This is an optimization exercise on Yosys and OpenROAD, whose aim is small area, a short achievable clock period and few clock cycles, not a production implementation.
In this exercise RTL edits were held to simulation tests only and were not proved equivalent to the original.
Power figures rest on the tool's default switching activity, not on a simulated workload.

==> flow/design.v (excerpt) <==
module log_record_deframer_core #(
    parameter int unsigned QDEPTH = 2
) (
    input  logic                          i_clk,
    input  logic                          i_rst_n,
    input  logic                          i_cfg_wr_en,
    input  logic [lrd_pkg::CFG_IDX_W-1:0] i_cfg_index,
    input  logic [31:0]                   i_cfg_wr_data,
    input  logic                          i_valid,
    output logic                          o_stall,
    input  logic                          i_func,
    input  logic [7:0]                    i_log_byte,
    output logic                          o_valid,
    input  logic                          i_stall,
    output logic [2:0]                    o_kind,
    output logic [7:0]                    o_payload_byte,
    output logic [63:0]                   o_sequence_res,
    output logic                          o_tombstone,
    output logic [31:0]                   o_key_length,
    output logic [31:0]                   o_value_length,
    output logic                          o_last
);
    logic [31:0] r_magic_cfg, r_max_key, r_max_value;
    always_ff @(posedge i_clk) begin
        if (!i_rst_n) begin
            r_magic_cfg <= lrd_pkg::RST_RECORD_MAGIC;
            r_max_key   <= lrd_pkg::RST_MAX_KEY_LEN;
            r_max_value <= lrd_pkg::RST_MAX_VALUE_LEN;
  ...
==> flow/config.mk <==
export PLATFORM = sky130hd
export DESIGN_NAME = log_record_deframer_core
export DESIGN_NICKNAME = log_record_deframer_core
export VERILOG_FILES = /design/flow/design.v
export SDC_FILE = /design/flow/constraint.sdc
export NUM_CORES = 4
export LEC_CHECK = 0
export CAP_MARGIN = 20
export CORE_MARGIN = 2
export CORE_UTILIZATION = 40
export CTS_CLUSTER_DIAMETER = 100
export CTS_CLUSTER_SIZE = 25
export SETUP_SLACK_MARGIN = 5
export SLEW_MARGIN = 20
==> flow/constraint.sdc <==
create_clock -name core_clock -period 10.0 [get_ports {i_clk}]
set_input_delay 2.0000 -clock core_clock [delete_from_list [all_inputs] [get_ports {i_clk}]]
set_output_delay 2.0000 -clock core_clock [all_outputs]
set_load 0.01 [all_outputs]
standard.sh (not shown) runs the stock make flow with config.mk's settings and CLKGATE_MAP_FILE= SYNTH_SCRIPT=/design/flow/synth_recipe.tcl, a recipe that flattens the netlist after the stock synthesis.
==> flow/flow/run.sh <==
#!/bin/bash
# Standard layout, but the port buffers are the smallest buffer cell (buf_1) instead of
# the default pick; every input and output port still gets its own buffer.
set -euo pipefail
export BUFFER_PORTS_ARGS="-buffer_cell sky130_fd_sc_hd__buf_1"
bash standard.sh > standard_flow.log 2>&1
The first run completed with no timing, DRC or antenna violations.
Testbench counts at the start, summed over its fixed seeds: cycles 22,746.
Next try:
Settings changed: CTS_CLUSTER_DIAMETER 100 to 60, CTS_CLUSTER_SIZE 25 to 30.
Clock-buffer cell count came out higher by 5; design area rose by 2.9%; hold slack stays flat; global-route usage barely changes; register-to-register slack is worse by 30 ps; routed wire length grows by 0.66%; synthesized cell count does not change; cell count goes up by 0.99%.
Next try:
==> flow/flow/run.sh (replaced) <==
#!/bin/bash
# Standard layout with two changes: the port buffers are the smallest buffer cell
# (buf_1) instead of the default pick, and repair_timing aims for more setup slack than
# the flow settings allow. Every input and output port still gets its own buffer; the
# clock period and constraints are the standard flow's.
set -euo pipefail
export BUFFER_PORTS_ARGS="-buffer_cell sky130_fd_sc_hd__buf_1"
export SETUP_SLACK_MARGIN=6.5
bash standard.sh > standard_flow.log 2>&1
Settings changed: CORE_UTILIZATION 40 to 60, CTS_CLUSTER_DIAMETER 60 to 100, CTS_CLUSTER_SIZE 30 to 25, SETUP_SLACK_MARGIN 5 to not set.
Cell area goes up slightly.
Sequential share of layout area drops by 0.40 points.
Power climbs by about a fifth.
Worst setup slack gets better by 210 ps.
Cell count came out lower by a little under a tenth.
Sequential cell count stays the same.
Die area shrinks by a quarter to a third.
Next try:
--- a/flow/flow/run.sh
+++ b/flow/flow/run.sh
@@ -7,3 +7,3 @@
 export BUFFER_PORTS_ARGS="-buffer_cell sky130_fd_sc_hd__buf_1"
-export SETUP_SLACK_MARGIN=6.5
+export SETUP_SLACK_MARGIN=7.0
 bash standard.sh > standard_flow.log 2>&1
Settings changed: CORE_UTILIZATION 60 to 40.
Outcome: Sequential share of layout area decreases by 3.8 points; critical path depth is unchanged; global-route usage fell by 8.3 points; via count climbs by 2.9%; fmax is higher by 6.6%; synthesized area is unchanged; final cell count rises by 15%; first-iteration DRC count went down by 22%; sequential power barely changes.
Next try:
--- a/flow/flow/run.sh
+++ b/flow/flow/run.sh
@@ -7,3 +7,3 @@
 export BUFFER_PORTS_ARGS="-buffer_cell sky130_fd_sc_hd__buf_1"
-export SETUP_SLACK_MARGIN=7.0
+export SETUP_SLACK_MARGIN=6.5
 bash standard.sh > standard_flow.log 2>&1
After rerunning: The changed run produced a clean layout. Global-route usage falls by 1.5 points. Worst hold slack stays flat. Via count fell by a few percent.

==> static timing again, ports no longer ideal <==
How much do the figures lean on ideal ports? The routed layouts below were timed once more, with nothing changed but the port constraints.
Step 1: set_driving_cell puts a clkbuf_16 on i_clk and a buf_2 on each other input, an assumption about the parent block.
Step 2, shift: input delay + t, output delay - t, t = (earliest + latest rising clock arrival at the registers) / 2. This alone moves slack from input paths to output paths.
Slacks: no drivers / after step 1 / after step 2; pairs: no drivers / after step 1.
| run | t, ns | slack for setup (ns) | hold slack, ns | clock arrival spread, ns | worst register clock-pin slew, ns |
|---|---|---|---|---|---|
| the first run | 0.609 | 5.207 / 5.207 / 5.207 | 0.455 / 0.455 / 0.455 | 0.031 / 0.031 | 0.11 / 0.11 |
| the second run | 0.646 | 5.176 / 5.176 / 5.176 | 0.455 / 0.455 / 0.455 | 0.036 / 0.036 | 0.09 / 0.09 |
| the third run | 0.583 | 5.390 / 5.390 / 5.390 | 0.459 / 0.459 / 0.459 | 0.021 / 0.020 | 0.11 / 0.11 |
| the fourth run | 0.597 | 5.675 / 5.675 / 5.675 | 0.459 / 0.459 / 0.459 | 0.031 / 0.031 | 0.11 / 0.11 |
| the fifth run | 0.603 | 5.560 / 5.560 / 5.560 | 0.461 / 0.461 / 0.461 | 0.031 / 0.031 | 0.11 / 0.11 |
After both steps setup and hold are still met in every run listed.
